Source: an optimization exercise on an open RTL-to-GDS flow (aim: a short achievable clock period and few clock cycles per item). Production flows keep margins and buffers that such runs may drop. The RTL was checked by simulation tests, not by an equivalence proof against the original design. Power is estimated from default activity; no workload was simulated.

==> module rvv_dispatch, before the edit <==
module rvv_dispatch (
    input  logic                clk,
    input  logic                rst_n,
    input  logic                accept,
    input  logic [31:0]         inst,
    input  logic [7:0]          scalar,
    input  logic [rvv_arch_pkg::NUM_VREG*rvv_arch_pkg::VLEN-1:0] regs,
    input  logic [31:0]         written,
    input  logic [31:0]         w_sel,
    input  logic                y_en,
    input  rvv_arch_pkg::vidx_t y_vd,
    input  rvv_arch_pkg::vreg_t y_data,
    input  rvv_arch_pkg::vreg_t w_data,
    output logic                x_valid,
    output logic                x_legal,
    output rvv_arch_pkg::vidx_t x_vd,
    output logic [3:0]          x_op,     
    output logic                x_sub,
    output logic [7:0]          x_src,    
    output rvv_arch_pkg::vreg_t x_a,
    output rvv_arch_pkg::vreg_t x_b,
    output rvv_arch_pkg::vreg_t x_pass
);
    logic [2:0]          d_op;
    logic                d_legal;
    logic                d_use_a;
    logic                d_use_b;
    logic                d_b_scalar;
    logic                d_b_vid;
    logic                r_valid;
    logic [2:0]          op;
    logic                legal;
    logic                b_scalar;
    logic                b_vid;
    logic                vx;
    rvv_arch_pkg::vidx_t vd;
    logic [7:0]          scalar_q;
    logic                d_pass;
    logic                d_sub;
    logic                d_fwd_a;
    logic                d_fwd_b;
    logic [7:0]          src;
    rvv_arch_pkg::vreg_t ra;
    rvv_arch_pkg::vreg_t rb;
    logic [31:0]         dec_a;
    logic [31:0]         dec_b;
    logic [31:0]         sel_a [4];
    logic [31:0]         sel_b [4];
    logic [31:0]         sel_a0, sel_a1_n, sel_a2, sel_a3_n;
    logic [31:0]         sel_b0, sel_b1_n, sel_b2, sel_b3_n;
    logic                byp_a;
    logic                byp_b;
    logic                bypy_a;
    logic                bypy_b;
    rvv_arch_pkg::vreg_t splat;
    rvv_arch_pkg::vreg_t vid;
    rvv_decode u_dec (
        .inst(inst), .op(d_op), .legal(d_legal), .use_a(d_use_a), .use_b(d_use_b),
        .b_scalar(d_b_scalar), .b_vid(d_b_vid)
    );
    always_ff @(posedge clk) begin
        if (!rst_n) begin
            r_valid <= 1'b0;
        end else begin
            r_valid <= accept;
        end
    end
    always_ff @(posedge clk) begin
        op       <= d_op;
        legal    <= d_legal;
        b_scalar <= d_b_scalar;
        b_vid    <= d_b_vid;
        vx       <= inst[14];
        vd       <= inst[11:7];
        scalar_q <= scalar;
        sel_a0   <= dec_a;
        sel_a1_n <= ~dec_a;
        sel_b0   <= dec_b;
        sel_b1_n <= ~dec_b;
        bypy_a   <= x_valid & x_legal & (x_vd == inst[24:20]);
        bypy_b   <= x_valid & x_legal & (x_vd == inst[19:15]) & ~inst[14];
        byp_a    <= y_en & (y_vd == inst[24:20]);
        byp_b    <= y_en & (y_vd == inst[19:15]) & ~inst[14];
        src      <= {d_pass, ~d_pass & d_fwd_a & d_fwd_b,
                     ~d_pass & ~d_fwd_a & d_fwd_b & d_sub, ~d_pass & ~d_fwd_a & d_fwd_b & ~d_sub,
                     ~d_pass & d_fwd_a & ~d_fwd_b & d_sub, ~d_pass & d_fwd_a & ~d_fwd_b & ~d_sub,
                     ~d_pass & ~d_fwd_a & ~d_fwd_b & d_sub, ~d_pass & ~d_fwd_a & ~d_fwd_b & ~d_sub};
    end
    assign d_pass  = (d_op == rvv_pipe_pkg::OP_PASS);
    assign d_sub   = (d_op == rvv_pipe_pkg::OP_SUB);
    assign d_fwd_a = d_use_a & r_valid & legal & (vd == inst[24:20]);
    assign d_fwd_b = d_use_b & r_valid & legal & (vd == inst[19:15]);
    always_comb begin
        for (int k = 0; k < rvv_arch_pkg::NUM_VREG; k++) begin
            dec_a[k] = (inst[24:20] == 5'(k)) & (written[k] | w_sel[k]);
            dec_b[k] = (inst[19:15] == 5'(k)) & (written[k] | w_sel[k]) & ~inst[14];
        end
    end
    always_ff @(posedge clk) begin
        if (!rst_n) begin
            sel_a2   <= '0;
            sel_a3_n <= '1;
            sel_b2   <= '0;
            sel_b3_n <= '1;
        end else begin
            sel_a2   <= dec_a;
            sel_a3_n <= ~dec_a;
            sel_b2   <= dec_b;
            sel_b3_n <= ~dec_b;
        end
    end
    assign sel_a[0] = sel_a0;
    assign sel_a[1] = ~sel_a1_n;
    assign sel_a[2] = sel_a2;
    assign sel_a[3] = ~sel_a3_n;
    assign sel_b[0] = sel_b0;
    assign sel_b[1] = ~sel_b1_n;
    assign sel_b[2] = sel_b2;
    assign sel_b[3] = ~sel_b3_n;
    assign splat    = {rvv_arch_pkg::NUM_ELEM{scalar_q}};
    always_comb begin
        for (int i = 0; i < rvv_arch_pkg::NUM_ELEM; i++) begin
            vid[i*8 +: 8] = 8'(i);
        end
    end
    always_comb begin
        ra = '0;
        rb = {rvv_arch_pkg::VLEN{vx}} & splat;
        for (int k = 0; k < rvv_arch_pkg::NUM_VREG; k++) begin
            for (int g = 0; g < 4; g++) begin
                ra[g*32 +: 32] = ra[g*32 +: 32]
                               | ({32{sel_a[g][k]}} & regs[k*rvv_arch_pkg::VLEN + g*32 +: 32]);
                rb[g*32 +: 32] = rb[g*32 +: 32]
                               | ({32{sel_b[g][k]}} & regs[k*rvv_arch_pkg::VLEN + g*32 +: 32]);
            end
        end
    end
    always_ff @(posedge clk) begin
        if (!rst_n) begin
            x_valid <= 1'b0;
        end else begin
            x_valid <= r_valid;
        end
    end
    always_ff @(posedge clk) begin
        x_legal <= legal;
        x_vd    <= vd;
        x_op    <= {op == rvv_pipe_pkg::OP_XOR, op == rvv_pipe_pkg::OP_OR,
                    op == rvv_pipe_pkg::OP_AND,
                    op == rvv_pipe_pkg::OP_ADD || op == rvv_pipe_pkg::OP_SUB};
        x_sub   <= (op == rvv_pipe_pkg::OP_SUB);
        x_src   <= src;
        x_a     <= bypy_a ? y_data : (byp_a ? w_data : ra);
        x_b     <= bypy_b ? y_data : (byp_b ? w_data : rb);
        x_pass  <= b_scalar ? splat : (b_vid ? vid : '0);
    end
endmodule
==> flow/config.mk <==
export PLATFORM = sky130hd
export DESIGN_NAME = rvv_backend
export DESIGN_NICKNAME = rvv_backend
export VERILOG_FILES = /design/flow/design.v
export SDC_FILE = /design/flow/constraint.sdc
export NUM_CORES = 8
export LEC_CHECK = 0
export CAP_MARGIN = 50
export CORE_MARGIN = 2
export CORE_UTILIZATION = 42
export PLACE_DENSITY = 0.45
export SETUP_SLACK_MARGIN = 3.3
export SLEW_MARGIN = 65
export TNS_END_PERCENT = 100
==> flow/constraint.sdc <==
create_clock -name core_clock -period 6.0 [get_ports {clk}]
set_input_delay 1.2000 -clock core_clock [delete_from_list [all_inputs] [get_ports {clk}]]
set_output_delay 1.2000 -clock core_clock [all_outputs]
set_load 0.01 [all_outputs]
standard.sh (not shown) runs the stock make flow with config.mk's settings and CLKGATE_MAP_FILE= SYNTH_SCRIPT=/design/flow/synth_recipe.tcl, a recipe that flattens the netlist after the stock synthesis.
==> flow/flow/run.sh <==
#!/bin/bash
# The standard layout (standard.sh), with the ports placed on the die's
# edges by flow/io.tcl (read by ORFS's floorplan step as IO_CONSTRAINTS) and
# the flip-flop driving each output port held next to its pin during global
# placement (flow/pre_gp.tcl and flow/post_gp.tcl, ORFS's hooks around that
# step). The ORFS run's whole output goes to standard_finish.log in this
# folder; each ORFS step also keeps its own log under orfs/logs/.
set -o pipefail
here=$(pwd)
bash "$here/standard.sh" \
    IO_CONSTRAINTS="$here/flow/io.tcl" \
    PRE_GLOBAL_PLACE_TCL="$here/flow/pre_gp.tcl" \
    POST_GLOBAL_PLACE_TCL="$here/flow/post_gp.tcl" \
    finish > "$here/standard_finish.log" 2>&1
Other scripts of this flow, unchanged in this note and not shown: flow/flow/io.tcl, flow/flow/post_gp.tcl, flow/flow/pre_gp.tcl
Testbench counts at the start, summed over its fixed seeds: cycles 3,232, items 3,200.
==> next run, changes <==
--- a/flow/design.v
+++ b/flow/design.v
@@ -206,12 +206,8 @@
     logic [7:0]          src;
     rvv_arch_pkg::vreg_t ra;
     rvv_arch_pkg::vreg_t rb;
-    logic [31:0]         dec_a;
-    logic [31:0]         dec_b;
-    logic [31:0]         sel_a [4];
-    logic [31:0]         sel_b [4];
-    logic [31:0]         sel_a0, sel_a1_n, sel_a2, sel_a3_n;
-    logic [31:0]         sel_b0, sel_b1_n, sel_b2, sel_b3_n;
+    logic [31:0]         sel_a;
+    logic [31:0]         sel_b;
     logic                byp_a;
     logic                byp_b;
     logic                bypy_a;
@@ -237,10 +233,10 @@
         vx       <= inst[14];
         vd       <= inst[11:7];
         scalar_q <= scalar;
-        sel_a0   <= dec_a;
-        sel_a1_n <= ~dec_a;
-        sel_b0   <= dec_b;
-        sel_b1_n <= ~dec_b;
+        for (int k = 0; k < rvv_arch_pkg::NUM_VREG; k++) begin
+            sel_a[k] <= (inst[24:20] == 5'(k)) & (written[k] | w_sel[k]);
+            sel_b[k] <= (inst[19:15] == 5'(k)) & (written[k] | w_sel[k]) & ~inst[14];
+        end
         bypy_a   <= x_valid & x_legal & (x_vd == inst[24:20]);
         bypy_b   <= x_valid & x_legal & (x_vd == inst[19:15]) & ~inst[14];
         byp_a    <= y_en & (y_vd == inst[24:20]);
@@ -254,33 +250,6 @@
     assign d_sub   = (d_op == rvv_pipe_pkg::OP_SUB);
     assign d_fwd_a = d_use_a & r_valid & legal & (vd == inst[24:20]);
     assign d_fwd_b = d_use_b & r_valid & legal & (vd == inst[19:15]);
-    always_comb begin
-        for (int k = 0; k < rvv_arch_pkg::NUM_VREG; k++) begin
-            dec_a[k] = (inst[24:20] == 5'(k)) & (written[k] | w_sel[k]);
-            dec_b[k] = (inst[19:15] == 5'(k)) & (written[k] | w_sel[k]) & ~inst[14];
-        end
-    end
-    always_ff @(posedge clk) begin
-        if (!rst_n) begin
-            sel_a2   <= '0;
-            sel_a3_n <= '1;
-            sel_b2   <= '0;
-            sel_b3_n <= '1;
-        end else begin
-            sel_a2   <= dec_a;
-            sel_a3_n <= ~dec_a;
-            sel_b2   <= dec_b;
-            sel_b3_n <= ~dec_b;
-        end
-    end
-    assign sel_a[0] = sel_a0;
-    assign sel_a[1] = ~sel_a1_n;
-    assign sel_a[2] = sel_a2;
-    assign sel_a[3] = ~sel_a3_n;
-    assign sel_b[0] = sel_b0;
-    assign sel_b[1] = ~sel_b1_n;
-    assign sel_b[2] = sel_b2;
-    assign sel_b[3] = ~sel_b3_n;
     assign splat    = {rvv_arch_pkg::NUM_ELEM{scalar_q}};
     always_comb begin
         for (int i = 0; i < rvv_arch_pkg::NUM_ELEM; i++) begin
@@ -291,12 +260,8 @@
         ra = '0;
         rb = {rvv_arch_pkg::VLEN{vx}} & splat;
         for (int k = 0; k < rvv_arch_pkg::NUM_VREG; k++) begin
-            for (int g = 0; g < 4; g++) begin
-                ra[g*32 +: 32] = ra[g*32 +: 32]
-                               | ({32{sel_a[g][k]}} & regs[k*rvv_arch_pkg::VLEN + g*32 +: 32]);
-                rb[g*32 +: 32] = rb[g*32 +: 32]
-                               | ({32{sel_b[g][k]}} & regs[k*rvv_arch_pkg::VLEN + g*32 +: 32]);
-            end
+            ra = ra | ({rvv_arch_pkg::VLEN{sel_a[k]}} & regs[k*rvv_arch_pkg::VLEN +: rvv_arch_pkg::VLEN]);
+            rb = rb | ({rvv_arch_pkg::VLEN{sel_b[k]}} & regs[k*rvv_arch_pkg::VLEN +: rvv_arch_pkg::VLEN]);
         end
     end
     always_ff @(posedge clk) begin
Outcome: Global-route usage is lower by 1.5 points; design area came out lower slightly; total power drops by a few percent; sequential power decreases by a few percent; register-to-register slack improved by 240 ps; non-clock buffer count is higher by 27; area after synthesis decreases by a few percent.
Testbench counts after the change, summed over its fixed seeds: cycles 3,232, items 3,200.

afterwards: timing with drivers on the ports:
No port has a modelled driver above. Below, the same layouts with a new extraction and two added sets of constraints. Step 1 sets driving cells, clkbuf_16 on the clock port and buf_2 on the other inputs (assumed; they add their load-dependent delay and slew). Step 2 adds t to the input delays and takes it off the output delays; t is the mean of the earliest and latest rising clock arrival at the registers after step 1. Input paths then give back, and output paths get back, about the clock's delay inside the block. Three values: ideal ports, drivers, drivers and shift; two values: the first two.
| run | t (ns) | setup slack, ns | worst setup path after step 2 | worst register clock-pin slew, ns | worst slew at a driven data input, ns |
|---|---|---|---|---|---|
| the first run | 1.308 | 2.862 / 2.862 / 2.166 | input to register | 0.07 / 0.07 | 0.17 |
| the second run | 1.206 | 3.100 / 3.100 / 2.030 | input to register | 0.07 / 0.07 | 0.26 |
After both steps every run listed still meets setup and hold. For the second run, which loses most, drivers alone change the setup slack by 0.000 ns; drivers and shift together by -1.070 ns.
